Background: an optimization exercise with open tools, aiming at small area, a short achievable clock period and few clock cycles. Do not read the settings as production practice.
At most, simulation tests tie the RTL to the original design; equivalence was not proved.
No functional check of the RTL was part of run 1.
No activity file was given, so power comes from the tool's default toggle rates.

<file path="flow/run.sh">
#!/bin/bash
# synth_recipe.tcl (not shown) runs the flow's synth.tcl, then flattens the netlist and writes it again
# the make line also repeats each setting of config.mk as NAME=value (left out here)
make -C /OpenROAD-flow-scripts/flow DESIGN_CONFIG=/design/flow/config.mk WORK_HOME=/design/flow/orfs CLKGATE_MAP_FILE= SYNTH_SCRIPT=/design/flow/synth_recipe.tcl finish
</file>
<file path="flow/config.mk">
export PLATFORM = sky130hd
export DESIGN_NAME = euclidean_distance_unit
export DESIGN_NICKNAME = euclidean_distance_unit
export VERILOG_FILES = /design/flow/design.v
export SDC_FILE = /design/flow/constraint.sdc
export NUM_CORES = 4
export LEC_CHECK = 0
export CAP_MARGIN = 20
export CORE_MARGIN = 2
export CORE_UTILIZATION = 60
export PLACE_DENSITY = 0.75
export SETUP_SLACK_MARGIN = 4.75
export SLEW_MARGIN = 20
</file>
<file path="flow/constraint.sdc">
create_clock -name core_clock -period 8.0 [get_ports {clk}]
set_input_delay 1.6000 -clock core_clock [delete_from_list [all_inputs] [get_ports {clk}]]
set_output_delay 1.6000 -clock core_clock [all_outputs]
set_load 0.01 [all_outputs]
</file>
<file path="flow/design.v">
package edu_pkg;
    localparam int ELEM_W      = 16;             
    localparam int SQ_W        = 2 * ELEM_W;     
    localparam int ACC_W       = 46;             
    localparam int LO_W        = SQ_W;           
    localparam int HI_W        = ACC_W - LO_W;   
    localparam int ROOT_W      = ACC_W / 2;      
    localparam int REM_W       = ROOT_W + 1;     
    localparam int TDATA_IN_W  = 2 * ELEM_W;
    localparam int TDATA_OUT_W = ((ROOT_W + 7) / 8) * 8;
endpackage
module edu_sq_tree
(
    input  logic [16:0] d,
    output logic [33:0] row_s,
    output logic [33:0] row_c
);
    logic [15:0] u;
    logic        n;
    assign u = d[15:0];
    assign n = d[16];
    logic t1, t2, t3, t4, t5, t6, t7, t8, t9, t10, t11, t12, t13, t14, t15, t16, t17, t18, t19, t20, t21, t22, t23, t24, t25, t26, t27, t28, t29, t30, t31, t32, t33, t34, t35, t36, t37, t38, t39, t40, t41, t42, t43, t44, t45, t46, t47, t48, t49, t50, t51, t52, t53, t54, t55, t56, t57, t58, t59, t60, t61, t62, t63, t64, t65, t66, t67, t68, t69, t70, t71, t72, t73, t74, t75, t76, t77, t78, t79, t80, t81, t82, t83, t84, t85, t86, t87, t88, t89, t90, t91, t92, t93, t94, t95, t96, t97, t98, t99, t100, t101, t102, t103, t104, t105, t106, t107, t108, t109, t110, t111, t112, t113, t114, t115, t116, t117, t118, t119, t120, t121, t122, t123, t124, t125, t126, t127, t128, t129, t130, t131, t132, t133, t134, t135, t136, t137, t138, t139, t140, t141, t142, t143, t144, t145, t146, t147, t148, t149, t150, t151, t152, t153, t154, t155, t156, t157, t158, t159, t160, t161, t162, t163, t164, t165, t166, t167, t168, t169, t170, t171, t172, t173, t174, t175, t176, t177, t178, t179, t180, t181, t182, t183, t184, t185, t186, t187, t188, t189, t190, t191, t192, t193, t194, t195, t196, t197, t198, t199, t200, t201, t202, t203, t204, t205, t206, t207, t208, t209, t210;
    assign t1 = (u[0] & u[11]) ^ (u[1] & u[10]);
    assign t2 = (u[0] & u[11]) & (u[1] & u[10]);
    assign t3 = (u[0] & u[12]) ^ (u[1] & u[11]);
    assign t4 = (u[0] & u[12]) & (u[1] & u[11]);
    assign t5 = (u[0] & u[13]) ^ (u[1] & u[12]) ^ (u[2] & u[11]);
    assign t6 = ((u[0] & u[13]) & (u[1] & u[12])) | ((u[0] & u[13]) & (u[2] & u[11])) | ((u[1] & u[12]) & (u[2] & u[11]));
    assign t7 = (u[3] & u[10]) ^ (u[4] & u[9]);
    assign t8 = (u[3] & u[10]) & (u[4] & u[9]);
    assign t9 = (u[0] & u[14]) ^ (u[1] & u[13]) ^ (u[2] & u[12]);
    assign t10 = ((u[0] & u[14]) & (u[1] & u[13])) | ((u[0] & u[14]) & (u[2] & u[12])) | ((u[1] & u[13]) & (u[2] & u[12]));
    assign t11 = (u[3] & u[11]) ^ (u[4] & u[10]);
    assign t12 = (u[3] & u[11]) & (u[4] & u[10]);
    assign t13 = (u[0] & u[15]) ^ (u[1] & u[14]) ^ (u[2] & u[13]);
    assign t14 = ((u[0] & u[15]) & (u[1] & u[14])) | ((u[0] & u[15]) & (u[2] & u[13])) | ((u[1] & u[14]) & (u[2] & u[13]));
    assign t15 = (u[3] & u[12]) ^ (u[4] & u[11]) ^ (u[5] & u[10]);
    assign t16 = ((u[3] & u[12]) & (u[4] & u[11])) | ((u[3] & u[12]) & (u[5] & u[10])) | ((u[4] & u[11]) & (u[5] & u[10]));
    assign t17 = (u[6] & u[9]) ^ (u[7] & u[8]);
    assign t18 = (u[6] & u[9]) & (u[7] & u[8]);
    assign t19 = (u[1] & u[15]) ^ (u[2] & u[14]) ^ (u[3] & u[13]);
    assign t20 = ((u[1] & u[15]) & (u[2] & u[14])) | ((u[1] & u[15]) & (u[3] & u[13])) | ((u[2] & u[14]) & (u[3] & u[13]));
    assign t21 = (u[4] & u[12]) ^ (u[5] & u[11]) ^ (u[6] & u[10]);
    assign t22 = ((u[4] & u[12]) & (u[5] & u[11])) | ((u[4] & u[12]) & (u[6] & u[10])) | ((u[5] & u[11]) & (u[6] & u[10]));
    assign t23 = (u[7] & u[9]) ^ ~(n & u[0]) ^ 1'b1;
    assign t24 = ((u[7] & u[9]) & ~(n & u[0])) | ((u[7] & u[9]) & 1'b1) | (~(n & u[0]) & 1'b1);
    assign t25 = (u[2] & u[15]) ^ (u[3] & u[14]) ^ (u[4] & u[13]);
    assign t26 = ((u[2] & u[15]) & (u[3] & u[14])) | ((u[2] & u[15]) & (u[4] & u[13])) | ((u[3] & u[14]) & (u[4] & u[13]));
    assign t27 = (u[5] & u[12]) ^ (u[6] & u[11]) ^ (u[7] & u[10]);
    assign t28 = ((u[5] & u[12]) & (u[6] & u[11])) | ((u[5] & u[12]) & (u[7] & u[10])) | ((u[6] & u[11]) & (u[7] & u[10]));
    assign t29 = (u[8] & u[9]) ^ u[9] ^ ~(n & u[1]);
    assign t30 = ((u[8] & u[9]) & u[9]) | ((u[8] & u[9]) & ~(n & u[1])) | (u[9] & ~(n & u[1]));
    assign t31 = (u[3] & u[15]) ^ (u[4] & u[14]) ^ (u[5] & u[13]);
    assign t32 = ((u[3] & u[15]) & (u[4] & u[14])) | ((u[3] & u[15]) & (u[5] & u[13])) | ((u[4] & u[14]) & (u[5] & u[13]));
    assign t33 = (u[6] & u[12]) ^ (u[7] & u[11]) ^ (u[8] & u[10]);
    assign t34 = ((u[6] & u[12]) & (u[7] & u[11])) | ((u[6] & u[12]) & (u[8] & u[10])) | ((u[7] & u[11]) & (u[8] & u[10]));
    assign t35 = (u[4] & u[15]) ^ (u[5] & u[14]) ^ (u[6] & u[13]);
    assign t36 = ((u[4] & u[15]) & (u[5] & u[14])) | ((u[4] & u[15]) & (u[6] & u[13])) | ((u[5] & u[14]) & (u[6] & u[13]));
    assign t37 = (u[7] & u[12]) ^ (u[8] & u[11]) ^ (u[9] & u[10]);
    assign t38 = ((u[7] & u[12]) & (u[8] & u[11])) | ((u[7] & u[12]) & (u[9] & u[10])) | ((u[8] & u[11]) & (u[9] & u[10]));
    assign t39 = (u[5] & u[15]) ^ (u[6] & u[14]) ^ (u[7] & u[13]);
    assign t40 = ((u[5] & u[15]) & (u[6] & u[14])) | ((u[5] & u[15]) & (u[7] & u[13])) | ((u[6] & u[14]) & (u[7] & u[13]));
    assign t41 = (u[6] & u[15]) ^ (u[7] & u[14]) ^ (u[8] & u[13]);
    assign t42 = ((u[6] & u[15]) & (u[7] & u[14])) | ((u[6] & u[15]) & (u[8] & u[13])) | ((u[7] & u[14]) & (u[8] & u[13]));
    assign t43 = (u[0] & u[7]) ^ (u[1] & u[6]);
    assign t44 = (u[0] & u[7]) & (u[1] & u[6]);
    assign t45 = (u[0] & u[8]) ^ (u[1] & u[7]);
    assign t46 = (u[0] & u[8]) & (u[1] & u[7]);
    assign t47 = (u[0] & u[9]) ^ (u[1] & u[8]) ^ (u[2] & u[7]);
    assign t48 = ((u[0] & u[9]) & (u[1] & u[8])) | ((u[0] & u[9]) & (u[2] & u[7])) | ((u[1] & u[8]) & (u[2] & u[7]));
    assign t49 = (u[3] & u[6]) ^ (u[4] & u[5]);
    assign t50 = (u[3] & u[6]) & (u[4] & u[5]);
    assign t51 = (u[0] & u[10]) ^ (u[1] & u[9]) ^ (u[2] & u[8]);
    assign t52 = ((u[0] & u[10]) & (u[1] & u[9])) | ((u[0] & u[10]) & (u[2] & u[8])) | ((u[1] & u[9]) & (u[2] & u[8]));
    assign t53 = (u[3] & u[7]) ^ (u[4] & u[6]);
    assign t54 = (u[3] & u[7]) & (u[4] & u[6]);
    assign t55 = (u[2] & u[9]) ^ (u[3] & u[8]) ^ (u[4] & u[7]);
    assign t56 = ((u[2] & u[9]) & (u[3] & u[8])) | ((u[2] & u[9]) & (u[4] & u[7])) | ((u[3] & u[8]) & (u[4] & u[7]));
    assign t57 = (u[5] & u[6]) ^ u[6] ^ t1;
    assign t58 = ((u[5] & u[6]) & u[6]) | ((u[5] & u[6]) & t1) | (u[6] & t1);
    assign t59 = (u[2] & u[10]) ^ (u[3] & u[9]) ^ (u[4] & u[8]);
    assign t60 = ((u[2] & u[10]) & (u[3] & u[9])) | ((u[2] & u[10]) & (u[4] & u[8])) | ((u[3] & u[9]) & (u[4] & u[8]));
    assign t61 = (u[5] & u[7]) ^ t3 ^ t2;
    assign t62 = ((u[5] & u[7]) & t3) | ((u[5] & u[7]) & t2) | (t3 & t2);
    assign t63 = (u[5] & u[8]) ^ (u[6] & u[7]) ^ u[7];
    assign t64 = ((u[5] & u[8]) & (u[6] & u[7])) | ((u[5] & u[8]) & u[7]) | ((u[6] & u[7]) & u[7]);
    assign t65 = t5 ^ t7 ^ t4;
    assign t66 = (t5 & t7) | (t5 & t4) | (t7 & t4);
    assign t67 = (u[5] & u[9]) ^ (u[6] & u[8]) ^ t9;
    assign t68 = ((u[5] & u[9]) & (u[6] & u[8])) | ((u[5] & u[9]) & t9) | ((u[6] & u[8]) & t9);
    assign t69 = t11 ^ t6 ^ t8;
    assign t70 = (t11 & t6) | (t11 & t8) | (t6 & t8);
    assign t71 = u[8] ^ t13 ^ t15;
    assign t72 = (u[8] & t13) | (u[8] & t15) | (t13 & t15);
    assign t73 = t17 ^ t10 ^ t12;
    assign t74 = (t17 & t10) | (t17 & t12) | (t10 & t12);
    assign t75 = t19 ^ t21 ^ t23;
    assign t76 = (t19 & t21) | (t19 & t23) | (t21 & t23);
    assign t77 = t14 ^ t16 ^ t18;
    assign t78 = (t14 & t16) | (t14 & t18) | (t16 & t18);
    assign t79 = t25 ^ t27 ^ t29;
    assign t80 = (t25 & t27) | (t25 & t29) | (t27 & t29);
    assign t81 = t20 ^ t22 ^ t24;
    assign t82 = (t20 & t22) | (t20 & t24) | (t22 & t24);
    assign t83 = ~(n & u[2]) ^ t31 ^ t33;
    assign t84 = (~(n & u[2]) & t31) | (~(n & u[2]) & t33) | (t31 & t33);
    assign t85 = t26 ^ t28 ^ t30;
    assign t86 = (t26 & t28) | (t26 & t30) | (t28 & t30);
    assign t87 = u[10] ^ ~(n & u[3]) ^ t35;
    assign t88 = (u[10] & ~(n & u[3])) | (u[10] & t35) | (~(n & u[3]) & t35);
    assign t89 = t37 ^ t32 ^ t34;
    assign t90 = (t37 & t32) | (t37 & t34) | (t32 & t34);
    assign t91 = (u[8] & u[12]) ^ (u[9] & u[11]) ^ ~(n & u[4]);
    assign t92 = ((u[8] & u[12]) & (u[9] & u[11])) | ((u[8] & u[12]) & ~(n & u[4])) | ((u[9] & u[11]) & ~(n & u[4]));
    assign t93 = t39 ^ t36 ^ t38;
    assign t94 = (t39 & t36) | (t39 & t38) | (t36 & t38);
    assign t95 = (u[9] & u[12]) ^ (u[10] & u[11]) ^ u[11];
    assign t96 = ((u[9] & u[12]) & (u[10] & u[11])) | ((u[9] & u[12]) & u[11]) | ((u[10] & u[11]) & u[11]);
    assign t97 = ~(n & u[5]) ^ t41 ^ t40;
    assign t98 = (~(n & u[5]) & t41) | (~(n & u[5]) & t40) | (t41 & t40);
    assign t99 = (u[7] & u[15]) ^ (u[8] & u[14]) ^ (u[9] & u[13]);
    assign t100 = ((u[7] & u[15]) & (u[8] & u[14])) | ((u[7] & u[15]) & (u[9] & u[13])) | ((u[8] & u[14]) & (u[9] & u[13]));
    assign t101 = (u[10] & u[12]) ^ ~(n & u[6]) ^ t42;
    assign t102 = ((u[10] & u[12]) & ~(n & u[6])) | ((u[10] & u[12]) & t42) | (~(n & u[6]) & t42);
    assign t103 = (u[8] & u[15]) ^ (u[9] & u[14]) ^ (u[10] & u[13]);
    assign t104 = ((u[8] & u[15]) & (u[9] & u[14])) | ((u[8] & u[15]) & (u[10] & u[13])) | ((u[9] & u[14]) & (u[10] & u[13]));
    assign t105 = (u[11] & u[12]) ^ u[12] ^ ~(n & u[7]);
    assign t106 = ((u[11] & u[12]) & u[12]) | ((u[11] & u[12]) & ~(n & u[7])) | (u[12] & ~(n & u[7]));
    assign t107 = (u[9] & u[15]) ^ (u[10] & u[14]) ^ (u[11] & u[13]);
    assign t108 = ((u[9] & u[15]) & (u[10] & u[14])) | ((u[9] & u[15]) & (u[11] & u[13])) | ((u[10] & u[14]) & (u[11] & u[13]));
    assign t109 = (u[10] & u[15]) ^ (u[11] & u[14]) ^ (u[12] & u[13]);
    assign t110 = ((u[10] & u[15]) & (u[11] & u[14])) | ((u[10] & u[15]) & (u[12] & u[13])) | ((u[11] & u[14]) & (u[12] & u[13]));
    assign t111 = (u[0] & u[5]) ^ (u[1] & u[4]);
    assign t112 = (u[0] & u[5]) & (u[1] & u[4]);
    assign t113 = (u[0] & u[6]) ^ (u[1] & u[5]);
    assign t114 = (u[0] & u[6]) & (u[1] & u[5]);
    assign t115 = (u[2] & u[5]) ^ (u[3] & u[4]) ^ u[4];
    assign t116 = ((u[2] & u[5]) & (u[3] & u[4])) | ((u[2] & u[5]) & u[4]) | ((u[3] & u[4]) & u[4]);
    assign t117 = (u[2] & u[6]) ^ (u[3] & u[5]) ^ t45;
    assign t118 = ((u[2] & u[6]) & (u[3] & u[5])) | ((u[2] & u[6]) & t45) | ((u[3] & u[5]) & t45);
    assign t119 = u[5] ^ t47 ^ t49;
    assign t120 = (u[5] & t47) | (u[5] & t49) | (t47 & t49);
    assign t121 = t51 ^ t53 ^ t48;
    assign t122 = (t51 & t53) | (t51 & t48) | (t53 & t48);
    assign t123 = t55 ^ t57 ^ t52;
    assign t124 = (t55 & t57) | (t55 & t52) | (t57 & t52);
    assign t125 = t59 ^ t61 ^ t56;
    assign t126 = (t59 & t61) | (t59 & t56) | (t61 & t56);
    assign t127 = t63 ^ t65 ^ t60;
    assign t128 = (t63 & t65) | (t63 & t60) | (t65 & t60);
    assign t129 = t67 ^ t69 ^ t64;
    assign t130 = (t67 & t69) | (t67 & t64) | (t69 & t64);
    assign t131 = t71 ^ t73 ^ t68;
    assign t132 = (t71 & t73) | (t71 & t68) | (t73 & t68);
    assign t133 = t75 ^ t77 ^ t72;
    assign t134 = (t75 & t77) | (t75 & t72) | (t77 & t72);
    assign t135 = t79 ^ t81 ^ t76;
    assign t136 = (t79 & t81) | (t79 & t76) | (t81 & t76);
    assign t137 = t83 ^ t85 ^ t80;
    assign t138 = (t83 & t85) | (t83 & t80) | (t85 & t80);
    assign t139 = t87 ^ t89 ^ t84;
    assign t140 = (t87 & t89) | (t87 & t84) | (t89 & t84);
    assign t141 = t91 ^ t93 ^ t88;
    assign t142 = (t91 & t93) | (t91 & t88) | (t93 & t88);
    assign t143 = t95 ^ t97 ^ t92;
    assign t144 = (t95 & t97) | (t95 & t92) | (t97 & t92);
    assign t145 = t99 ^ t101 ^ t96;
    assign t146 = (t99 & t101) | (t99 & t96) | (t101 & t96);
    assign t147 = t103 ^ t105 ^ t100;
    assign t148 = (t103 & t105) | (t103 & t100) | (t105 & t100);
    assign t149 = ~(n & u[8]) ^ t107 ^ t104;
    assign t150 = (~(n & u[8]) & t107) | (~(n & u[8]) & t104) | (t107 & t104);
    assign t151 = u[13] ^ ~(n & u[9]) ^ t109;
    assign t152 = (u[13] & ~(n & u[9])) | (u[13] & t109) | (~(n & u[9]) & t109);
    assign t153 = (u[11] & u[15]) ^ (u[12] & u[14]) ^ ~(n & u[10]);
    assign t154 = ((u[11] & u[15]) & (u[12] & u[14])) | ((u[11] & u[15]) & ~(n & u[10])) | ((u[12] & u[14]) & ~(n & u[10]));
    assign t155 = (u[12] & u[15]) ^ (u[13] & u[14]) ^ u[14];
    assign t156 = ((u[12] & u[15]) & (u[13] & u[14])) | ((u[12] & u[15]) & u[14]) | ((u[13] & u[14]) & u[14]);
    assign t157 = (u[0] & u[3]) ^ (u[1] & u[2]);
    assign t158 = (u[0] & u[3]) & (u[1] & u[2]);
    assign t159 = (u[0] & u[4]) ^ (u[1] & u[3]);
    assign t160 = (u[0] & u[4]) & (u[1] & u[3]);
    assign t161 = (u[2] & u[3]) ^ u[3] ^ t111;
    assign t162 = ((u[2] & u[3]) & u[3]) | ((u[2] & u[3]) & t111) | (u[3] & t111);
    assign t163 = (u[2] & u[4]) ^ t113 ^ t112;
    assign t164 = ((u[2] & u[4]) & t113) | ((u[2] & u[4]) & t112) | (t113 & t112);
    assign t165 = t43 ^ t115 ^ t114;
    assign t166 = (t43 & t115) | (t43 & t114) | (t115 & t114);
    assign t167 = t44 ^ t117 ^ t116;
    assign t168 = (t44 & t117) | (t44 & t116) | (t117 & t116);
    assign t169 = t46 ^ t119 ^ t118;
    assign t170 = (t46 & t119) | (t46 & t118) | (t119 & t118);
    assign t171 = t50 ^ t121 ^ t120;
    assign t172 = (t50 & t121) | (t50 & t120) | (t121 & t120);
    assign t173 = t54 ^ t123 ^ t122;
    assign t174 = (t54 & t123) | (t54 & t122) | (t123 & t122);
    assign t175 = t58 ^ t125 ^ t124;
    assign t176 = (t58 & t125) | (t58 & t124) | (t125 & t124);
    assign t177 = t62 ^ t127 ^ t126;
    assign t178 = (t62 & t127) | (t62 & t126) | (t127 & t126);
    assign t179 = t66 ^ t129 ^ t128;
    assign t180 = (t66 & t129) | (t66 & t128) | (t129 & t128);
    assign t181 = t70 ^ t131 ^ t130;
    assign t182 = (t70 & t131) | (t70 & t130) | (t131 & t130);
    assign t183 = t74 ^ t133 ^ t132;
    assign t184 = (t74 & t133) | (t74 & t132) | (t133 & t132);
    assign t185 = t78 ^ t135 ^ t134;
    assign t186 = (t78 & t135) | (t78 & t134) | (t135 & t134);
    assign t187 = t82 ^ t137 ^ t136;
    assign t188 = (t82 & t137) | (t82 & t136) | (t137 & t136);
    assign t189 = t86 ^ t139 ^ t138;
    assign t190 = (t86 & t139) | (t86 & t138) | (t139 & t138);
    assign t191 = t90 ^ t141 ^ t140;
    assign t192 = (t90 & t141) | (t90 & t140) | (t141 & t140);
    assign t193 = t94 ^ t143 ^ t142;
    assign t194 = (t94 & t143) | (t94 & t142) | (t143 & t142);
    assign t195 = t98 ^ t145 ^ t144;
    assign t196 = (t98 & t145) | (t98 & t144) | (t145 & t144);
    assign t197 = t102 ^ t147 ^ t146;
    assign t198 = (t102 & t147) | (t102 & t146) | (t147 & t146);
    assign t199 = t106 ^ t149 ^ t148;
    assign t200 = (t106 & t149) | (t106 & t148) | (t149 & t148);
    assign t201 = t108 ^ t151 ^ t150;
    assign t202 = (t108 & t151) | (t108 & t150) | (t151 & t150);
    assign t203 = t110 ^ t153 ^ t152;
    assign t204 = (t110 & t153) | (t110 & t152) | (t153 & t152);
    assign t205 = ~(n & u[11]) ^ t155 ^ t154;
    assign t206 = (~(n & u[11]) & t155) | (~(n & u[11]) & t154) | (t155 & t154);
    assign t207 = (u[13] & u[15]) ^ ~(n & u[12]) ^ t156;
    assign t208 = ((u[13] & u[15]) & ~(n & u[12])) | ((u[13] & u[15]) & t156) | (~(n & u[12]) & t156);
    assign t209 = (u[14] & u[15]) ^ u[15] ^ ~(n & u[13]);
    assign t210 = ((u[14] & u[15]) & u[15]) | ((u[14] & u[15]) & ~(n & u[13])) | (u[15] & ~(n & u[13]));
    assign row_s = {1'b1, ~(n & u[15]), ~(n & u[14]), t209, t207, t205, t203, t201, t199, t197, t195, t193, t191, t189, t187, t185, t183, t181, t179, t177, t175, t173, t171, t169, t167, t165, t163, t161, t159, u[2], (u[0] & u[2]), (u[0] & u[1]), 1'b0, u[0]};
    assign row_c = {1'b0, n, t210, t208, t206, t204, t202, t200, t198, t196, t194, t192, t190, t188, t186, t184, t182, t180, t178, t176, t174, t172, t170, t168, t166, t164, t162, t160, t158, t157, 1'b0, u[1], 1'b0, 1'b0};
endmodule
module edu_root_top
(
    input  logic [7:0] x,
    output logic [3:0] root,
    output logic [4:0] rem
);
    always_comb
    begin
        case (x)
            8'd0: begin root = 4'd0; rem = 5'd0; end
            8'd1: begin root = 4'd1; rem = 5'd0; end
            8'd2: begin root = 4'd1; rem = 5'd1; end
            8'd3: begin root = 4'd1; rem = 5'd2; end
            8'd4: begin root = 4'd2; rem = 5'd0; end
            8'd5: begin root = 4'd2; rem = 5'd1; end
            8'd6: begin root = 4'd2; rem = 5'd2; end
            8'd7: begin root = 4'd2; rem = 5'd3; end
            8'd8: begin root = 4'd2; rem = 5'd4; end
            8'd9: begin root = 4'd3; rem = 5'd0; end
            8'd10: begin root = 4'd3; rem = 5'd1; end
            8'd11: begin root = 4'd3; rem = 5'd2; end
            8'd12: begin root = 4'd3; rem = 5'd3; end
            8'd13: begin root = 4'd3; rem = 5'd4; end
            8'd14: begin root = 4'd3; rem = 5'd5; end
            8'd15: begin root = 4'd3; rem = 5'd6; end
            8'd16: begin root = 4'd4; rem = 5'd0; end
            8'd17: begin root = 4'd4; rem = 5'd1; end
            8'd18: begin root = 4'd4; rem = 5'd2; end
            8'd19: begin root = 4'd4; rem = 5'd3; end
            8'd20: begin root = 4'd4; rem = 5'd4; end
            8'd21: begin root = 4'd4; rem = 5'd5; end
            8'd22: begin root = 4'd4; rem = 5'd6; end
            8'd23: begin root = 4'd4; rem = 5'd7; end
            8'd24: begin root = 4'd4; rem = 5'd8; end
            8'd25: begin root = 4'd5; rem = 5'd0; end
            8'd26: begin root = 4'd5; rem = 5'd1; end
            8'd27: begin root = 4'd5; rem = 5'd2; end
            8'd28: begin root = 4'd5; rem = 5'd3; end
            8'd29: begin root = 4'd5; rem = 5'd4; end
            8'd30: begin root = 4'd5; rem = 5'd5; end
            8'd31: begin root = 4'd5; rem = 5'd6; end
            8'd32: begin root = 4'd5; rem = 5'd7; end
            8'd33: begin root = 4'd5; rem = 5'd8; end
            8'd34: begin root = 4'd5; rem = 5'd9; end
            8'd35: begin root = 4'd5; rem = 5'd10; end
            8'd36: begin root = 4'd6; rem = 5'd0; end
            8'd37: begin root = 4'd6; rem = 5'd1; end
            8'd38: begin root = 4'd6; rem = 5'd2; end
            8'd39: begin root = 4'd6; rem = 5'd3; end
            8'd40: begin root = 4'd6; rem = 5'd4; end
            8'd41: begin root = 4'd6; rem = 5'd5; end
            8'd42: begin root = 4'd6; rem = 5'd6; end
            8'd43: begin root = 4'd6; rem = 5'd7; end
            8'd44: begin root = 4'd6; rem = 5'd8; end
            8'd45: begin root = 4'd6; rem = 5'd9; end
            8'd46: begin root = 4'd6; rem = 5'd10; end
            8'd47: begin root = 4'd6; rem = 5'd11; end
            8'd48: begin root = 4'd6; rem = 5'd12; end
            8'd49: begin root = 4'd7; rem = 5'd0; end
            8'd50: begin root = 4'd7; rem = 5'd1; end
            8'd51: begin root = 4'd7; rem = 5'd2; end
            8'd52: begin root = 4'd7; rem = 5'd3; end
            8'd53: begin root = 4'd7; rem = 5'd4; end
            8'd54: begin root = 4'd7; rem = 5'd5; end
            8'd55: begin root = 4'd7; rem = 5'd6; end
            8'd56: begin root = 4'd7; rem = 5'd7; end
            8'd57: begin root = 4'd7; rem = 5'd8; end
            8'd58: begin root = 4'd7; rem = 5'd9; end
            8'd59: begin root = 4'd7; rem = 5'd10; end
            8'd60: begin root = 4'd7; rem = 5'd11; end
            8'd61: begin root = 4'd7; rem = 5'd12; end
            8'd62: begin root = 4'd7; rem = 5'd13; end
            8'd63: begin root = 4'd7; rem = 5'd14; end
            8'd64: begin root = 4'd8; rem = 5'd0; end
            8'd65: begin root = 4'd8; rem = 5'd1; end
            8'd66: begin root = 4'd8; rem = 5'd2; end
            8'd67: begin root = 4'd8; rem = 5'd3; end
            8'd68: begin root = 4'd8; rem = 5'd4; end
            8'd69: begin root = 4'd8; rem = 5'd5; end
            8'd70: begin root = 4'd8; rem = 5'd6; end
            8'd71: begin root = 4'd8; rem = 5'd7; end
            8'd72: begin root = 4'd8; rem = 5'd8; end
            8'd73: begin root = 4'd8; rem = 5'd9; end
            8'd74: begin root = 4'd8; rem = 5'd10; end
            8'd75: begin root = 4'd8; rem = 5'd11; end
            8'd76: begin root = 4'd8; rem = 5'd12; end
            8'd77: begin root = 4'd8; rem = 5'd13; end
            8'd78: begin root = 4'd8; rem = 5'd14; end
            8'd79: begin root = 4'd8; rem = 5'd15; end
            8'd80: begin root = 4'd8; rem = 5'd16; end
            8'd81: begin root = 4'd9; rem = 5'd0; end
            8'd82: begin root = 4'd9; rem = 5'd1; end
            8'd83: begin root = 4'd9; rem = 5'd2; end
            8'd84: begin root = 4'd9; rem = 5'd3; end
            8'd85: begin root = 4'd9; rem = 5'd4; end
            8'd86: begin root = 4'd9; rem = 5'd5; end
            8'd87: begin root = 4'd9; rem = 5'd6; end
            8'd88: begin root = 4'd9; rem = 5'd7; end
            8'd89: begin root = 4'd9; rem = 5'd8; end
            8'd90: begin root = 4'd9; rem = 5'd9; end
            8'd91: begin root = 4'd9; rem = 5'd10; end
            8'd92: begin root = 4'd9; rem = 5'd11; end
            8'd93: begin root = 4'd9; rem = 5'd12; end
            8'd94: begin root = 4'd9; rem = 5'd13; end
            8'd95: begin root = 4'd9; rem = 5'd14; end
            8'd96: begin root = 4'd9; rem = 5'd15; end
            8'd97: begin root = 4'd9; rem = 5'd16; end
            8'd98: begin root = 4'd9; rem = 5'd17; end
            8'd99: begin root = 4'd9; rem = 5'd18; end
            8'd100: begin root = 4'd10; rem = 5'd0; end
            8'd101: begin root = 4'd10; rem = 5'd1; end
            8'd102: begin root = 4'd10; rem = 5'd2; end
            8'd103: begin root = 4'd10; rem = 5'd3; end
            8'd104: begin root = 4'd10; rem = 5'd4; end
            8'd105: begin root = 4'd10; rem = 5'd5; end
            8'd106: begin root = 4'd10; rem = 5'd6; end
            8'd107: begin root = 4'd10; rem = 5'd7; end
            8'd108: begin root = 4'd10; rem = 5'd8; end
            8'd109: begin root = 4'd10; rem = 5'd9; end
            8'd110: begin root = 4'd10; rem = 5'd10; end
            8'd111: begin root = 4'd10; rem = 5'd11; end
            8'd112: begin root = 4'd10; rem = 5'd12; end
            8'd113: begin root = 4'd10; rem = 5'd13; end
            8'd114: begin root = 4'd10; rem = 5'd14; end
            8'd115: begin root = 4'd10; rem = 5'd15; end
            8'd116: begin root = 4'd10; rem = 5'd16; end
            8'd117: begin root = 4'd10; rem = 5'd17; end
            8'd118: begin root = 4'd10; rem = 5'd18; end
            8'd119: begin root = 4'd10; rem = 5'd19; end
            8'd120: begin root = 4'd10; rem = 5'd20; end
            8'd121: begin root = 4'd11; rem = 5'd0; end
            8'd122: begin root = 4'd11; rem = 5'd1; end
            8'd123: begin root = 4'd11; rem = 5'd2; end
            8'd124: begin root = 4'd11; rem = 5'd3; end
            8'd125: begin root = 4'd11; rem = 5'd4; end
            8'd126: begin root = 4'd11; rem = 5'd5; end
            8'd127: begin root = 4'd11; rem = 5'd6; end
            8'd128: begin root = 4'd11; rem = 5'd7; end
            8'd129: begin root = 4'd11; rem = 5'd8; end
            8'd130: begin root = 4'd11; rem = 5'd9; end
            8'd131: begin root = 4'd11; rem = 5'd10; end
            8'd132: begin root = 4'd11; rem = 5'd11; end
            8'd133: begin root = 4'd11; rem = 5'd12; end
            8'd134: begin root = 4'd11; rem = 5'd13; end
            8'd135: begin root = 4'd11; rem = 5'd14; end
            8'd136: begin root = 4'd11; rem = 5'd15; end
            8'd137: begin root = 4'd11; rem = 5'd16; end
            8'd138: begin root = 4'd11; rem = 5'd17; end
            8'd139: begin root = 4'd11; rem = 5'd18; end
            8'd140: begin root = 4'd11; rem = 5'd19; end
            8'd141: begin root = 4'd11; rem = 5'd20; end
            8'd142: begin root = 4'd11; rem = 5'd21; end
            8'd143: begin root = 4'd11; rem = 5'd22; end
            8'd144: begin root = 4'd12; rem = 5'd0; end
            8'd145: begin root = 4'd12; rem = 5'd1; end
            8'd146: begin root = 4'd12; rem = 5'd2; end
            8'd147: begin root = 4'd12; rem = 5'd3; end
            8'd148: begin root = 4'd12; rem = 5'd4; end
            8'd149: begin root = 4'd12; rem = 5'd5; end
            8'd150: begin root = 4'd12; rem = 5'd6; end
            8'd151: begin root = 4'd12; rem = 5'd7; end
            8'd152: begin root = 4'd12; rem = 5'd8; end
            8'd153: begin root = 4'd12; rem = 5'd9; end
            8'd154: begin root = 4'd12; rem = 5'd10; end
            8'd155: begin root = 4'd12; rem = 5'd11; end
            8'd156: begin root = 4'd12; rem = 5'd12; end
            8'd157: begin root = 4'd12; rem = 5'd13; end
            8'd158: begin root = 4'd12; rem = 5'd14; end
            8'd159: begin root = 4'd12; rem = 5'd15; end
            8'd160: begin root = 4'd12; rem = 5'd16; end
            8'd161: begin root = 4'd12; rem = 5'd17; end
            8'd162: begin root = 4'd12; rem = 5'd18; end
            8'd163: begin root = 4'd12; rem = 5'd19; end
            8'd164: begin root = 4'd12; rem = 5'd20; end
            8'd165: begin root = 4'd12; rem = 5'd21; end
            8'd166: begin root = 4'd12; rem = 5'd22; end
            8'd167: begin root = 4'd12; rem = 5'd23; end
            8'd168: begin root = 4'd12; rem = 5'd24; end
            8'd169: begin root = 4'd13; rem = 5'd0; end
            8'd170: begin root = 4'd13; rem = 5'd1; end
            8'd171: begin root = 4'd13; rem = 5'd2; end
            8'd172: begin root = 4'd13; rem = 5'd3; end
            8'd173: begin root = 4'd13; rem = 5'd4; end
            8'd174: begin root = 4'd13; rem = 5'd5; end
            8'd175: begin root = 4'd13; rem = 5'd6; end
            8'd176: begin root = 4'd13; rem = 5'd7; end
            8'd177: begin root = 4'd13; rem = 5'd8; end
            8'd178: begin root = 4'd13; rem = 5'd9; end
            8'd179: begin root = 4'd13; rem = 5'd10; end
            8'd180: begin root = 4'd13; rem = 5'd11; end
            8'd181: begin root = 4'd13; rem = 5'd12; end
            8'd182: begin root = 4'd13; rem = 5'd13; end
            8'd183: begin root = 4'd13; rem = 5'd14; end
            8'd184: begin root = 4'd13; rem = 5'd15; end
            8'd185: begin root = 4'd13; rem = 5'd16; end
            8'd186: begin root = 4'd13; rem = 5'd17; end
            8'd187: begin root = 4'd13; rem = 5'd18; end
            8'd188: begin root = 4'd13; rem = 5'd19; end
            8'd189: begin root = 4'd13; rem = 5'd20; end
            8'd190: begin root = 4'd13; rem = 5'd21; end
            8'd191: begin root = 4'd13; rem = 5'd22; end
            8'd192: begin root = 4'd13; rem = 5'd23; end
            8'd193: begin root = 4'd13; rem = 5'd24; end
            8'd194: begin root = 4'd13; rem = 5'd25; end
            8'd195: begin root = 4'd13; rem = 5'd26; end
            8'd196: begin root = 4'd14; rem = 5'd0; end
            8'd197: begin root = 4'd14; rem = 5'd1; end
            8'd198: begin root = 4'd14; rem = 5'd2; end
            8'd199: begin root = 4'd14; rem = 5'd3; end
            8'd200: begin root = 4'd14; rem = 5'd4; end
            8'd201: begin root = 4'd14; rem = 5'd5; end
            8'd202: begin root = 4'd14; rem = 5'd6; end
            8'd203: begin root = 4'd14; rem = 5'd7; end
            8'd204: begin root = 4'd14; rem = 5'd8; end
            8'd205: begin root = 4'd14; rem = 5'd9; end
            8'd206: begin root = 4'd14; rem = 5'd10; end
            8'd207: begin root = 4'd14; rem = 5'd11; end
            8'd208: begin root = 4'd14; rem = 5'd12; end
            8'd209: begin root = 4'd14; rem = 5'd13; end
            8'd210: begin root = 4'd14; rem = 5'd14; end
            8'd211: begin root = 4'd14; rem = 5'd15; end
            8'd212: begin root = 4'd14; rem = 5'd16; end
            8'd213: begin root = 4'd14; rem = 5'd17; end
            8'd214: begin root = 4'd14; rem = 5'd18; end
            8'd215: begin root = 4'd14; rem = 5'd19; end
            8'd216: begin root = 4'd14; rem = 5'd20; end
            8'd217: begin root = 4'd14; rem = 5'd21; end
            8'd218: begin root = 4'd14; rem = 5'd22; end
            8'd219: begin root = 4'd14; rem = 5'd23; end
            8'd220: begin root = 4'd14; rem = 5'd24; end
            8'd221: begin root = 4'd14; rem = 5'd25; end
            8'd222: begin root = 4'd14; rem = 5'd26; end
            8'd223: begin root = 4'd14; rem = 5'd27; end
            8'd224: begin root = 4'd14; rem = 5'd28; end
            8'd225: begin root = 4'd15; rem = 5'd0; end
            8'd226: begin root = 4'd15; rem = 5'd1; end
            8'd227: begin root = 4'd15; rem = 5'd2; end
            8'd228: begin root = 4'd15; rem = 5'd3; end
            8'd229: begin root = 4'd15; rem = 5'd4; end
            8'd230: begin root = 4'd15; rem = 5'd5; end
            8'd231: begin root = 4'd15; rem = 5'd6; end
            8'd232: begin root = 4'd15; rem = 5'd7; end
            8'd233: begin root = 4'd15; rem = 5'd8; end
            8'd234: begin root = 4'd15; rem = 5'd9; end
            8'd235: begin root = 4'd15; rem = 5'd10; end
            8'd236: begin root = 4'd15; rem = 5'd11; end
            8'd237: begin root = 4'd15; rem = 5'd12; end
            8'd238: begin root = 4'd15; rem = 5'd13; end
            8'd239: begin root = 4'd15; rem = 5'd14; end
            8'd240: begin root = 4'd15; rem = 5'd15; end
            8'd241: begin root = 4'd15; rem = 5'd16; end
            8'd242: begin root = 4'd15; rem = 5'd17; end
            8'd243: begin root = 4'd15; rem = 5'd18; end
            8'd244: begin root = 4'd15; rem = 5'd19; end
            8'd245: begin root = 4'd15; rem = 5'd20; end
            8'd246: begin root = 4'd15; rem = 5'd21; end
            8'd247: begin root = 4'd15; rem = 5'd22; end
            8'd248: begin root = 4'd15; rem = 5'd23; end
            8'd249: begin root = 4'd15; rem = 5'd24; end
            8'd250: begin root = 4'd15; rem = 5'd25; end
            8'd251: begin root = 4'd15; rem = 5'd26; end
            8'd252: begin root = 4'd15; rem = 5'd27; end
            8'd253: begin root = 4'd15; rem = 5'd28; end
            8'd254: begin root = 4'd15; rem = 5'd29; end
            8'd255: begin root = 4'd15; rem = 5'd30; end
            default: begin root = '0; rem = '0; end
        endcase
    end
endmodule
module euclidean_distance_unit
(
    input  logic                              clk,
    input  logic                              rst_n,
    input  logic                              s_axis_tvalid,
    output logic                              s_axis_tready,
    input  logic [edu_pkg::TDATA_IN_W-1:0]    s_axis_tdata,
    input  logic                              s_axis_tlast,
    output logic                              m_axis_tvalid,
    input  logic                              m_axis_tready,
    output logic [edu_pkg::TDATA_OUT_W-1:0]   m_axis_tdata,
    output logic                              m_axis_tuser
);
    localparam int EW    = edu_pkg::ELEM_W;
    localparam int AW    = edu_pkg::ACC_W;
    localparam int LW    = edu_pkg::LO_W;
    localparam int HW    = edu_pkg::HI_W;
    localparam int RW    = edu_pkg::ROOT_W;
    localparam int MW    = edu_pkg::REM_W;
    localparam int FB    = 4;                    
    localparam int KL    = 0;                    
    localparam int BW    = AW - 2 * FB;          
    localparam int RADW  = BW - 2 * KL;          
    localparam int STEPS = RW - FB - KL;         
    localparam int TW    = LW + 2;               
    logic              rdy_reg;
    logic              accept;
    logic [EW:0]       diff;
    logic [EW:0]       da_reg;
    logic              va_reg, lasta_reg;
    assign accept = s_axis_tvalid && rdy_reg;
    assign diff   = {s_axis_tdata[EW-1], s_axis_tdata[EW-1:0]}
                  - {s_axis_tdata[2*EW-1], s_axis_tdata[2*EW-1:EW]};
    always_ff @(posedge clk)
    begin
        da_reg    <= accept ? diff : '0;
        lasta_reg <= s_axis_tlast;
    end
    logic [TW-1:0]     row_s, row_c;
    logic [TW-1:0]     rsb_reg, rcb_reg;
    logic              vb_reg, lastb_reg;
    edu_sq_tree u_sq
    (
        .d     (da_reg),
        .row_s (row_s),
        .row_c (row_c)
    );
    always_ff @(posedge clk)
    begin
        rsb_reg   <= row_s;
        rcb_reg   <= row_c;
        lastb_reg <= lasta_reg;
    end
    logic [LW-1:0]     lo_reg;
    logic [HW-1:0]     hi_reg;
    logic              cy_reg, ovf_reg;
    logic              first_reg;    
    logic              clr_reg;      
    logic              full_reg;     
    logic [TW-1:0]     base, cs_s, cs_c, lo_sum;
    logic [HW:0]       hi_inc;
    logic              load;
    assign base   = clr_reg ? '0 : TW'(lo_reg);
    assign cs_s   = base ^ rsb_reg ^ rcb_reg;
    assign cs_c   = {(base[TW-2:0] & rsb_reg[TW-2:0])
                   | (base[TW-2:0] & rcb_reg[TW-2:0])
                   | (rsb_reg[TW-2:0] & rcb_reg[TW-2:0]), 1'b0};
    assign lo_sum = cs_s + cs_c;
    always_comb
    begin
        for (int i = 0; i < HW; i++)
            hi_inc[i] = hi_reg[i] ^ (cy_reg && ((hi_reg & HW'((1 << i) - 1)) == HW'((1 << i) - 1)));
        hi_inc[HW] = cy_reg && (&hi_reg);
    end
    always_ff @(posedge clk)
        clr_reg <= va_reg && (vb_reg ? lastb_reg : first_reg);
    always_ff @(posedge clk)
    begin
        lo_reg  <= lo_sum[LW-1:0];
        cy_reg  <= lo_sum[LW];
        hi_reg  <= clr_reg ? '0 : hi_inc[HW-1:0];
        ovf_reg <= clr_reg ? 1'b0 : (ovf_reg || hi_inc[HW]);
    end
    logic              busy_reg, valid_reg, sat_reg;
    logic [4:0]        cnt_reg;
    logic [RADW-1:0]   rad_reg;
    logic [MW-1:0]     rem_reg;
    logic [RW-1:0]     root_reg;
    logic              free, finish;
    logic              bufv_reg, bsat_reg, move;
    logic [BW-1:0]     bsum_reg;
    logic [FB-1:0]     broot_reg;
    logic [FB:0]       brem_reg;
    logic [AW-1:0]     sum_c;        
    logic              sat_c;
    logic [FB-1:0]     root_t;
    logic [FB:0]       rem_t;
    assign sum_c = {hi_inc[HW-1:0], lo_reg};
    assign sat_c = ovf_reg || hi_inc[HW];
    edu_root_top u_top
    (
        .x    (sum_c[AW-1 -: 2*FB]),
        .root (root_t),
        .rem  (rem_t)
    );
    assign move = full_reg && (!bufv_reg || load);
    always_ff @(posedge clk)
    begin
        if (move)
        begin
            bsum_reg  <= sum_c[BW-1:0];
            broot_reg <= root_t | {FB{sat_c}};
            brem_reg  <= rem_t;
            bsat_reg  <= sat_c;
        end
    end
    function automatic logic [MW+RW-1:0] root_step
        (input logic [MW-1:0] rem, input logic [RW-1:0] root,
         input logic [1:0] bits, input logic force1);
        logic [MW+1:0] rs, dd;
        logic          f;
        rs = {rem, bits};
        dd = rs - (MW+2)'({root, 2'b01});
        f  = !dd[MW+1] || force1;
        root_step = {f ? dd[MW-1:0] : rs[MW-1:0], root[RW-2:0], f};
    endfunction
    logic [MW-1:0]     rem_l, rem_n;
    logic [RW-1:0]     root_l, root_n;
    for (genvar k = 0; k <= KL; k++)
    begin : g_ld
        localparam int J = FB + k;               
        logic [J-1:0]  root;
        logic [J:0]    rem;
        if (k == 0)
        begin : g_first
            assign root = broot_reg;
            assign rem  = brem_reg;
        end
        else
        begin : g_step
            logic [J+1:0] rs, dd;
            logic         f;
            assign rs   = {g_ld[k-1].rem, bsum_reg[BW-1-2*(k-1) -: 2]};
            assign dd   = rs - (J+2)'({g_ld[k-1].root, 2'b01});
            assign f    = !dd[J+1] || bsat_reg;
            assign rem  = f ? dd[J:0] : rs[J:0];
            assign root = {g_ld[k-1].root, f};
        end
    end
    assign rem_l  = MW'(g_ld[KL].rem);
    assign root_l = RW'(g_ld[KL].root);
    always_comb
        {rem_n, root_n} = root_step(rem_reg, root_reg,
                                    rad_reg[RADW-1 -: 2], sat_reg);
    assign free   = (!busy_reg && !valid_reg) || (valid_reg && m_axis_tready);
    assign load   = bufv_reg && free;
    assign finish = busy_reg && (cnt_reg == '0);
    always_ff @(posedge clk)
    begin
        if (load)
        begin
            rad_reg  <= bsum_reg[RADW-1:0];
            rem_reg  <= rem_l;
            root_reg <= root_l;
            sat_reg  <= bsat_reg;
        end
        else
        begin
            rad_reg  <= {rad_reg[RADW-3:0], 2'b00};
            rem_reg  <= rem_n;
            if (busy_reg)
                root_reg <= root_n;
        end
    end
    always_ff @(posedge clk)
        cnt_reg <= load ? 5'(STEPS - 1) : cnt_reg - 1'b1;
    logic       rdy_next;
    logic [1:0] pend_reg;    
    function automatic logic ready_next(input logic mr, input logic lt);
        logic       ld, idle;
        logic [1:0] pend;
        ld   = bufv_reg && ((!busy_reg && !valid_reg) || (valid_reg && mr));
        pend = pend_reg + 2'(lt) - 2'(ld);
        idle = !ld && !busy_reg && !(valid_reg && !mr);
        ready_next = (pend <= 2'd1) || ((pend == 2'd2) && idle);
    endfunction
    always_comb
    begin
        logic r00, r01, r10, r11;
        r00 = ready_next(1'b0, 1'b0);
        r01 = ready_next(1'b0, 1'b1);
        r10 = ready_next(1'b1, 1'b0);
        r11 = ready_next(1'b1, 1'b1);
        if (accept && s_axis_tlast)
            rdy_next = m_axis_tready ? r11 : r01;
        else
            rdy_next = m_axis_tready ? r10 : r00;
    end
    always_ff @(posedge clk or negedge rst_n)
    begin
        if (!rst_n)
        begin
            rdy_reg   <= 1'b0;
            pend_reg  <= '0;
            va_reg    <= 1'b0;
            vb_reg    <= 1'b0;
            first_reg <= 1'b1;
            full_reg  <= 1'b0;
            bufv_reg  <= 1'b0;
            busy_reg  <= 1'b0;
            valid_reg <= 1'b0;
        end
        else
        begin
            rdy_reg   <= rdy_next;
            pend_reg  <= pend_reg + 2'(accept && s_axis_tlast) - 2'(load);
            va_reg    <= accept;
            vb_reg    <= va_reg;
            if (vb_reg)
                first_reg <= lastb_reg;
            full_reg  <= (full_reg && !move) || (vb_reg && lastb_reg);
            bufv_reg  <= (bufv_reg && !load) || move;
            if (load)
                busy_reg <= 1'b1;
            else if (finish)
                busy_reg <= 1'b0;
            if (finish)
                valid_reg <= 1'b1;
            else if (m_axis_tready)
                valid_reg <= 1'b0;
        end
    end
    assign s_axis_tready = rdy_reg;
    assign m_axis_tvalid = valid_reg;
    assign m_axis_tdata  = edu_pkg::TDATA_OUT_W'(root_reg);
    assign m_axis_tuser  = sat_reg;
endmodule
</file>
==> summary.md, run 1 <==
| Metric | Value |
|---|---|
| Run status | `no timing/DRC/antenna violations` |
| Starting density of the core | `60.5%` |
| Wire per inst | `15.3 um` |
| Initial antenna violation count | `0` |
| Post-synth top flop | `dfxtp_1` |
| Synthesized instance count | `1975` |
| Crit-path max FO | `3` |
| Most common cell after layout, fill and taps aside | `inv_1` |
| Max_cap viols | `0` |
| Final net count | `2297` |
| First-pass GRT wire length | `61800 um` |
| Crit-path most repeated cell | `a21boi_2` |
| Commonest non-fill, non-tap cells in the layout | `inv_1 (273), nand2_1 (243), dfxtp_1 (198)` |
| Syn Nets | `2232` |
| Initial DRT Pass Iterations | `6` |
| CTS Root Cell | `clkbuf_16` |
| Avg Inst Size Synth | `9.01 um^2` |
| Die height | `176 um` |
| Clk_skew | `0.0348 ns` |
| Via count | `13400` |
| Crit path launch type | `primary input` |
| WHS | `0.342 ns` |
| DRT antenna net count | `0` |
| Final setup viols | `0` |
| Sink Count | `279` |
| Post-synthesis mux area share | `2.63%` |
| FP Rows | `63` |
| Fin crit period | `3.26 ns` |
| Async SR Flop Fraction | `3.58%` |
| Compound-cell area share of the yosys netlist | `12.2%` |
| Cell Area, Synth | `0.0178 mm^2` |
| Post-Synth Simple-Gate Area | `17.8%` |
| Chip width | `176 um` |
| EDFF count, synth | `53` |
| CTS tree | `done` |
| CTS clock-pin slew for the worst setup and hold paths | `0.07 ns` |
| Crit Path Class | `primary input to register` |
| Type of the worst min-delay path | `register to register` |
| Die ar. | `0.0311 mm^2` |
| CP max stage delay | `0.38 ns` |
| WL final | `37500 um` |
| CTS Buf Count | `28` |
| CP Capture Type | `register` |
| PortBufs | `62` |
| Largest net degree at the start of global routing | `86` |
| Post-route clock period utilization | `40.7%` |
| Worst endpoint required time | `8.40 ns` |
| Worst vdd ir | `0.218 mV` |
| Largest family of logic cells by synthesized area | `adder cells` |
| GRT overflow | `0` |
| HPWL after detailed placement | `25100 um` |
| Reg area | `0.00619 mm^2` |
| Slew margin rel. | `29.3%` |
| Worst-skew pair later-pin latency | `0.57 ns` |
| Worst path cell trace | `buf_2, inv_8, ha_4, fa_2, nor2b_4, o21ai_2, a21boi_2, o21ai_2, a21boi_2, buf_4, o21bai_1, a21boi_2, o21a_1, nor3_2` |
| DR iter-0 viols | `933` |
| Fmax | `0.307 GHz` |
| Multi-input gate area | `0.0107 mm^2` |
| Maximum root-to-sink buffer count | `3` |
| Netlist cell types | `94` |
| Power Dens Cells | `408 mW/mm^2` |
| Core footprint | `0.0294 mm^2` |
| # H-tree levels | `1` |
| Setup repair after global routing missed its margin | `true` |
| #FFs+latches synth | `279` |
| Static Leak | `9.51 nW` |
| Final Hold Viols | `0` |
| Drc violations | `0` |
| Antenna cells | `0` |
| Synth Area in XOR/XNOR | `4.52%` |
| Vias in the first global route | `13200` |
| P&R area growth vs syn | `15.6%` |
| Crit path DAT | `3.66 ns` |
| I/O pin cnt | `64` |
| Yosys warning count | `2` |
| Finished Cell Area | `0.0206 mm^2` |
| Slew Viols, Final | `0` |
| FILL cells | `2198` |
| Slowest-stage cell, CP | `fa_2` |
| Pwr Total | `8.40 mW` |
| Post-synthesis adder-cell area fraction | `20.2%` |
| Share of cells above drive strength 1 | `11.3%` |
| Placer Congestion | `0.918` |
| Tot GR Track Use | `23.8%` |
| Total negative slack | `0 ns` |
| Via-to-Cell Ratio | `5.48` |
| Worst Tran Pin Value | `1.05 ns` |
| Area post-placement | `0.0187 mm^2` |
| Post-synthesis sequential area ratio | `34.6%` |
==> synth_stat cells, drive strengths merged (4+ instances only) <==
master / number / share of area (%)
a211oi: 8 / 0.39
a21boi: 11 / 0.46
a21o: 35 / 1.5
a21oi: 94 / 2.7
a311oi: 4 / 0.27
a31oi: 5 / 0.18
and2: 88 / 3.1
and3: 9 / 0.32
and4: 4 / 0.21
buf: 21 / 0.70
clkbuf: 59 / 1.3
dfrtp: 9 / 1.3
dfxtp: 216 / 24
edfxtp: 53 / 8.9
fa: 112 / 13
ha: 108 / 7.6
inv: 282 / 5.9
mux2i: 43 / 2.4
nand2: 249 / 5.4
nand2b: 47 / 1.7
nand3: 27 / 0.83
nand3b: 4 / 0.17
nand4: 15 / 0.60
nor2: 129 / 2.8
nor2b: 28 / 0.98
nor3: 32 / 0.96
nor4: 6 / 0.21
o2111ai: 4 / 0.20
o211ai: 19 / 0.83
o21a: 15 / 0.63
o21ai: 65 / 1.8
o21bai: 6 / 0.25
o22ai: 11 / 0.39
o311ai: 6 / 0.30
o31ai: 11 / 0.52
o32ai: 4 / 0.20
xnor2: 56 / 3.1
xor2: 29 / 1.5
==> metrics by stage <==
stage          cells  utilization [%]  setup WS (ns)
2_1_floorplan   1975                -           4.58
3_3_place_gp    2356             63.5           3.77
3_5_place_dp    2356             63.5           3.69
4_1_cts         2427             68.6           4.71
5_1_grt         2452             70.0           4.63
6_report        2452             70.0           4.74
==> what timing repair did <==
action / CTS / global route
gates resized for setup: 69 / 62
setup buffers: 18 / 24
pin swaps: 21 / 39
cloned: 1 / 1
hold buffers: 0 / 0
endpoints found under the setup margin: 93 / 59
==> layout make-up <==
type	instances	share of cell area, %
repair buffers	114	5.25
multi-input cells	1334	52.1
clock inverters	22	1.50
well taps	390	2.37
clock buffers	30	3.49
inverters	283	5.22
flip-flops and latches	279	30.1
==> power breakdown <==
| part | total [mW] | switching, mW | internal [mW] |
|---|---|---|---|
| logic | 4.56 | 2.50 | 2.06 |
| clock network | 1.43 | 0.573 | 0.855 |
| registers | 2.42 | 0.350 | 2.07 |
| total | 8.40 | 3.42 | 4.98 |
==> routing by layer <==
metal,vias to the layer above,share of wire (%),track usage (%)
li1,6603,-,-
met3,70,4.4,2.69
met5,-,0,0
met1,6422,42,29.6
met4,0,2.1,6.06
met2,354,51,43.9
==> critical path, delay by kind of cell <==
family / cells / cell delay, ns
buf+inv: 3 / 0.31
simple gates: 2 / 0.17
fa+ha+maj: 2 / 0.53
compound gates: 7 / 1.03
==> path summary, 6_finish.rpt <==
check / from / endpoint / slack [ns] / cells after the start
hold / removal: lasta_reg / lastb_reg / 0.34 / 0
hold reg to reg: lasta_reg / lastb_reg / 0.34 / 0
max in group asynchronous: rst_n / valid_reg / 6.29 / 1
setup reg to reg: clr_reg / cy_reg / 4.75 / 15
min in group asynchronous: rst_n / full_reg / 1.36 / 1
setup / recovery: s_axis_tdata[0] / da_reg[10] / 4.74 / 14
==> cells by family after synthesis <==
group / count (synthesis)
AOI/OAI and AO/OA: 328
xor gates and xnor gates: 85
adders and majority gates: 221
buffers and inverters: 363
DFF: 279
muxes: 45
other: 1
and+or+nand+nor: 653
==> run 2: changes to the inputs <==
--- a/flow/design.v
+++ b/flow/design.v
@@ -522,10 +522,9 @@
     localparam int RW    = edu_pkg::ROOT_W;
     localparam int MW    = edu_pkg::REM_W;
     localparam int FB    = 4;                    
-    localparam int KL    = 0;                    
     localparam int BW    = AW - 2 * FB;          
-    localparam int RADW  = BW - 2 * KL;          
-    localparam int STEPS = RW - FB - KL;         
+    localparam int RADW  = BW;                   
+    localparam int STEPS = RW - FB;              
     localparam int TW    = LW + 2;               
     logic              rdy_reg;
     logic              accept;
@@ -588,7 +587,7 @@
     logic              busy_reg, valid_reg, sat_reg;
     logic [4:0]        cnt_reg;
     logic [RADW-1:0]   rad_reg;
-    logic [MW-1:0]     rem_reg;
+    logic [MW:0]       rem_reg;      
     logic [RW-1:0]     root_reg;
     logic              free, finish;
     logic              bufv_reg, bsat_reg, move;
@@ -618,44 +617,11 @@
             bsat_reg  <= sat_c;
         end
     end
-    function automatic logic [MW+RW-1:0] root_step
-        (input logic [MW-1:0] rem, input logic [RW-1:0] root,
-         input logic [1:0] bits, input logic force1);
-        logic [MW+1:0] rs, dd;
-        logic          f;
-        rs = {rem, bits};
-        dd = rs - (MW+2)'({root, 2'b01});
-        f  = !dd[MW+1] || force1;
-        root_step = {f ? dd[MW-1:0] : rs[MW-1:0], root[RW-2:0], f};
-    endfunction
-    logic [MW-1:0]     rem_l, rem_n;
-    logic [RW-1:0]     root_l, root_n;
-    for (genvar k = 0; k <= KL; k++)
-    begin : g_ld
-        localparam int J = FB + k;               
-        logic [J-1:0]  root;
-        logic [J:0]    rem;
-        if (k == 0)
-        begin : g_first
-            assign root = broot_reg;
-            assign rem  = brem_reg;
-        end
-        else
-        begin : g_step
-            logic [J+1:0] rs, dd;
-            logic         f;
-            assign rs   = {g_ld[k-1].rem, bsum_reg[BW-1-2*(k-1) -: 2]};
-            assign dd   = rs - (J+2)'({g_ld[k-1].root, 2'b01});
-            assign f    = !dd[J+1] || bsat_reg;
-            assign rem  = f ? dd[J:0] : rs[J:0];
-            assign root = {g_ld[k-1].root, f};
-        end
-    end
-    assign rem_l  = MW'(g_ld[KL].rem);
-    assign root_l = RW'(g_ld[KL].root);
-    always_comb
-        {rem_n, root_n} = root_step(rem_reg, root_reg,
-                                    rad_reg[RADW-1 -: 2], sat_reg);
+    logic [MW:0]       rem_n, step_op;
+    logic [RW-1:0]     root_n;
+    assign step_op = rem_reg[MW] ? {root_reg, 2'b11} : {~root_reg, 2'b11};
+    assign rem_n   = {rem_reg[MW-2:0], rad_reg[RADW-1 -: 2]} + step_op;
+    assign root_n  = {root_reg[RW-2:0], !rem_n[MW] || sat_reg};
     assign free   = (!busy_reg && !valid_reg) || (valid_reg && m_axis_tready);
     assign load   = bufv_reg && free;
     assign finish = busy_reg && (cnt_reg == '0);
@@ -664,8 +630,8 @@
         if (load)
         begin
             rad_reg  <= bsum_reg[RADW-1:0];
-            rem_reg  <= rem_l;
-            root_reg <= root_l;
+            rem_reg  <= (MW+1)'(brem_reg);
+            root_reg <= RW'(broot_reg);
             sat_reg  <= bsat_reg;
         end
         else
--- a/flow/config.mk
+++ b/flow/config.mk
@@ -9,5 +9,5 @@
 export CORE_MARGIN = 2
 export CORE_UTILIZATION = 60
 export PLACE_DENSITY = 0.75
-export SETUP_SLACK_MARGIN = 4.75
+export SETUP_SLACK_MARGIN = 4.6
 export SLEW_MARGIN = 20
==> run 2 against run 1 <==
  * Critical path depth is 2 lower
  * Critical path type unchanged
  * Highest routed layer unchanged
  * Still clean on timing, DRC and antenna
  * Largest cell class unchanged
  * Clock-buffer cell count is 4 higher
  * Core utilization is 0.26 points lower
  * Die area down 1.1%
  * Via count down 1.5%
  * Worst setup slack worse by 0.075 ns
==> summary.md, run 2 <==
| Metric | Value |
|---|---|
| Run status | `no timing/DRC/antenna violations` |
| EDFF count, synth | `53` |
| Final setup viols | `0` |
| Type of the worst min-delay path | `register to register` |
| Power Dens Cells | `423 mW/mm^2` |
| Crit-path most repeated cell | `buf_4` |
| P&R area growth vs syn | `14.1%` |
| Largest family of logic cells by synthesized area | `adder cells` |
| HPWL after detailed placement | `25200 um` |
| Final Hold Viols | `0` |
| GRT overflow | `0` |
| Wire per inst | `15.3 um` |
| Min-delay src | `lasta_reg` |
| Netlist cell types | `83` |
| Initial antenna violation count | `0` |
| Pwr Total | `8.49 mW` |
| CTS Root Cell | `clkbuf_16` |
| Fmax | `0.300 GHz` |
| Chip width | `175 um` |
| Worst vdd ir | `0.224 mV` |
| Final worst setup slack | `4.67 ns` |
| Largest net degree at the start of global routing | `58` |
| Hold EP | `lastb_reg` |
| Top cell type's share of synthesized area | `24.6%` |
| Cell Area, Synth | `0.0176 mm^2` |
| Commonest cells post-synth | `nand2_1 (248), inv_1 (245), dfxtp_1 (216)` |
| Syn Nets | `2197` |
| Fin crit period | `3.33 ns` |
| Post-synth top flop | `dfxtp_1` |
| Commonest non-fill, non-tap cells in the layout | `inv_1 (245), nand2_1 (245), dfxtp_1 (212)` |
| FP Rows | `62` |
| Slew Viols, Final | `0` |
| Tot GR Track Use | `23.5%` |
| Finished Cell Area | `0.0201 mm^2` |
| Setup repair after global routing missed its margin | `false` |
| Via-to-Cell Ratio | `5.55` |
| Initial DRT Pass Iterations | `9` |
| Async SR Flop Fraction | `3.58%` |
| DR iter-0 viols | `800` |
| Setup Slack @ Placement | `3.21 ns` |
| Top post-synthesis cells by area | `dfxtp_1 (25%), fa_1 (13%), edfxtp_1 (9.0%)` |
| Crit-path max FO | `3` |
| WHS | `0.333 ns` |
| CTS Buf Count | `29` |
| Die ar. | `0.0307 mm^2` |
| Reg-to-reg endpoint | `lo_reg[30]` |
| Compound-cell area share of the yosys netlist | `12.1%` |
| Slowest-stage cell, CP | `clkdlybuf4s50_1` |
| WL final | `36600 um` |
| Yosys warning count | `2` |
| Avg Inst Size Synth | `9.07 um^2` |
| Post-synthesis mux area share | `1.91%` |
| Crit path DAT | `3.81 ns` |
| Synth Area in XOR/XNOR | `5.60%` |
| Synthesized instance count | `1941` |
| Share of cells above drive strength 1 | `7.55%` |
| I/O pin cnt | `64` |
| Core footprint | `0.0288 mm^2` |
| DRT antenna net count | `0` |
| Worst endpoint required time | `8.47 ns` |
| Total negative slack | `0 ns` |
| Reg area | `0.00618 mm^2` |
| Multi-input gate area | `0.0105 mm^2` |
| Cell family with most CP delay | `buffers and inverters` |
| #FFs+latches synth | `279` |
| Final net count | `2234` |
| Core Util, Final | `69.7%` |
| Vias in the first global route | `12900` |
| Dominant cell type by area after synthesis | `dfxtp_1` |
| Starting density of the core | `61.1%` |
| R2R depth | `13` |
| CTS clock-pin slew for the worst setup and hold paths | `0.06 ns` |
| Post-synthesis adder-cell area fraction | `20.4%` |
| Static Leak | `9.29 nW` |
| Worst path cell trace | `clkdlybuf4s50_1, inv_1, ha_4, nor2b_2, o21a_1, o21ai_2, a21oi_2, a2111o_1, buf_4, buf_4, and3_1, nor3_1` |
| Most numerous cell in the Yosys netlist | `nand2_1` |
| Maximum root-to-sink buffer count | `3` |
| First-pass GRT wire length | `60400 um` |
| CP max stage delay | `0.45 ns` |
| Crit Reg-Reg Startpoint | `clr_reg` |
| # H-tree levels | `1` |
| Slew margin rel. | `26.5%` |
| Drc violations | `0` |
| CTS tree | `done` |
| Max_cap viols | `0` |
| Antenna cells | `0` |
| Crit Path Class | `primary input to register` |
| Worst-skew pair later-pin latency | `0.56 ns` |
| PortBufs | `62` |
| Via count | `13200` |
| CP Capture Type | `register` |
| Die height | `175 um` |
| Buf/Inv on CP | `4` |
| Worst Tran Pin Value | `1.10 ns` |
| Hold Path Depth | `0` |
| Reg-to-reg slack, setup | `4.70 ns` |
| Crit path launch type | `primary input` |
| Post-synthesis sequential area ratio | `35.0%` |
| Placer Congestion | `0.898` |
| DP Cell Count | `2316` |
| Area post-placement | `0.0185 mm^2` |
| Sink Count | `279` |
| Final Non-Filler Cells | `2385` |
| FILL cells | `2135` |
| Clk_skew | `0.0120 ns` |
| Post-Synth Simple-Gate Area | `17.8%` |
| Post-route clock period utilization | `41.7%` |
[run 2: cell count changes after synthesis, sizes merged, moves of 8 or more]
cell | before | now
a21o | 35 | 27
a21oi | 94 | 85
inv | 282 | 248
mux2i | 43 | 29
nand3 | 27 | 36
nor2 | 129 | 116
o21a | 15 | 23
xnor2 | 56 | 76
[run 2: what timing repair did]
action                     in CTS  in global routing
hold endpoints to repair        0                  0
buffers inserted                6                  6
setup endpoints to repair     103                 26
resized for setup              29                 54
hold buffers                    0                  0
pin swaps                       8                 24
gates cloned                    1                  2
[run 2: where the power goes]
part           total [mW]  leakage, nW  switching, mW  internal (mW)
clock network        1.53        0.541          0.573          0.957
logic                4.54         6.35           2.54           2.00
registers            2.42         2.41          0.350           2.07
total                8.49         9.29           3.46           5.02
[run 2: metal layers]
layer  global-route usage (%)  part of all wire (%)  vias to the layer above
met2                     42.0                    50                      382
met5                        0                     0                        -
met4                     6.67                   2.4                        0
met3                     2.66                   4.9                       72
li1                         -                     -                     6468
met1                     30.1                    43                     6325
[run 2: final cells by class]
type / instances / share of cell area (%)
clock buffers: 34 / 3.87
clock inverters: 20 / 1.63
inverters: 249 / 4.67
multi-input cells: 1331 / 52.2
flip-flops and latches: 279 / 30.8
well taps: 384 / 2.39
repair buffers: 88 / 4.49
[run 2: logic make-up after synthesis]
family          after synthesis
compound gates              321
xor+xnor                    110
fa+ha+maj                   219
buf+inv                     332
flops                       279
mux                          32
other cells                   1
simple gates                647
[run 2: worst max path at each step]
stage / startpoint / to / slack [ns] / depth (start not counted)
2_1_floorplan: s_axis_tdata[0] / da_reg[16] / 4.58 / 11
3_3_place_gp: m_axis_tready / pend_reg[1] / 3.31 / 10
3_5_place_dp: m_axis_tready / pend_reg[1] / 3.21 / 10
4_1_cts: s_axis_tdata[0] / da_reg[14] / 4.60 / 12
5_1_grt: hi_reg[3] / brem_reg[3] / 4.58 / 12
6_report: s_axis_tdata[18] / da_reg[12] / 4.67 / 12
[run 2: worst reg2reg max path: stages (launching register included)]
cell and delay [ns]:
dfxtp_1 0.32, buf_12 0.16, nand2b_4 0.17, fa_1 0.47, inv_1 0.04, ha_1 0.33, o21a_1 0.24, o221a_4 0.29
a211oi_4 0.31, o21ai_2 0.14, nand3_2 0.14, a21oi_2 0.10, a211o_1 0.32, xor2_1 0.14
Testbench counts of run 2, summed over its fixed seeds: cycles 22,995.

[afterwards: timing with drivers on the ports]
How much do the figures lean on ideal ports? The routed layouts below were timed once more, with nothing changed but the port constraints.
Step 1, drivers: a clkbuf_16 drives clk and a buf_2 each remaining input, both assumed.
Step 2 moves the port delays by t, midway between the first and last clock arrival at a register: inputs arrive t later, outputs are due t later. That takes back most of the time a late clock gives input paths.
Slacks: ideal / step 1 / step 2; pairs: ideal / step 1.
| run | t, ns | setup slack, ns | slew at the worst register clock pin (ns) | pins driven straight from the clock port |
|---|---|---|---|---|
| run 1 | 0.605 | 4.743 / 4.751 / 4.161 | 0.07 / 0.07 | 1 |
| run 2 | 0.601 | 4.667 / 4.646 / 4.090 | 0.07 / 0.07 | 1 |
After both steps setup and hold are still met in every run listed. The setup slack of run 1, which loses most, moves by +0.008 ns with the drivers and by -0.582 ns with both steps.
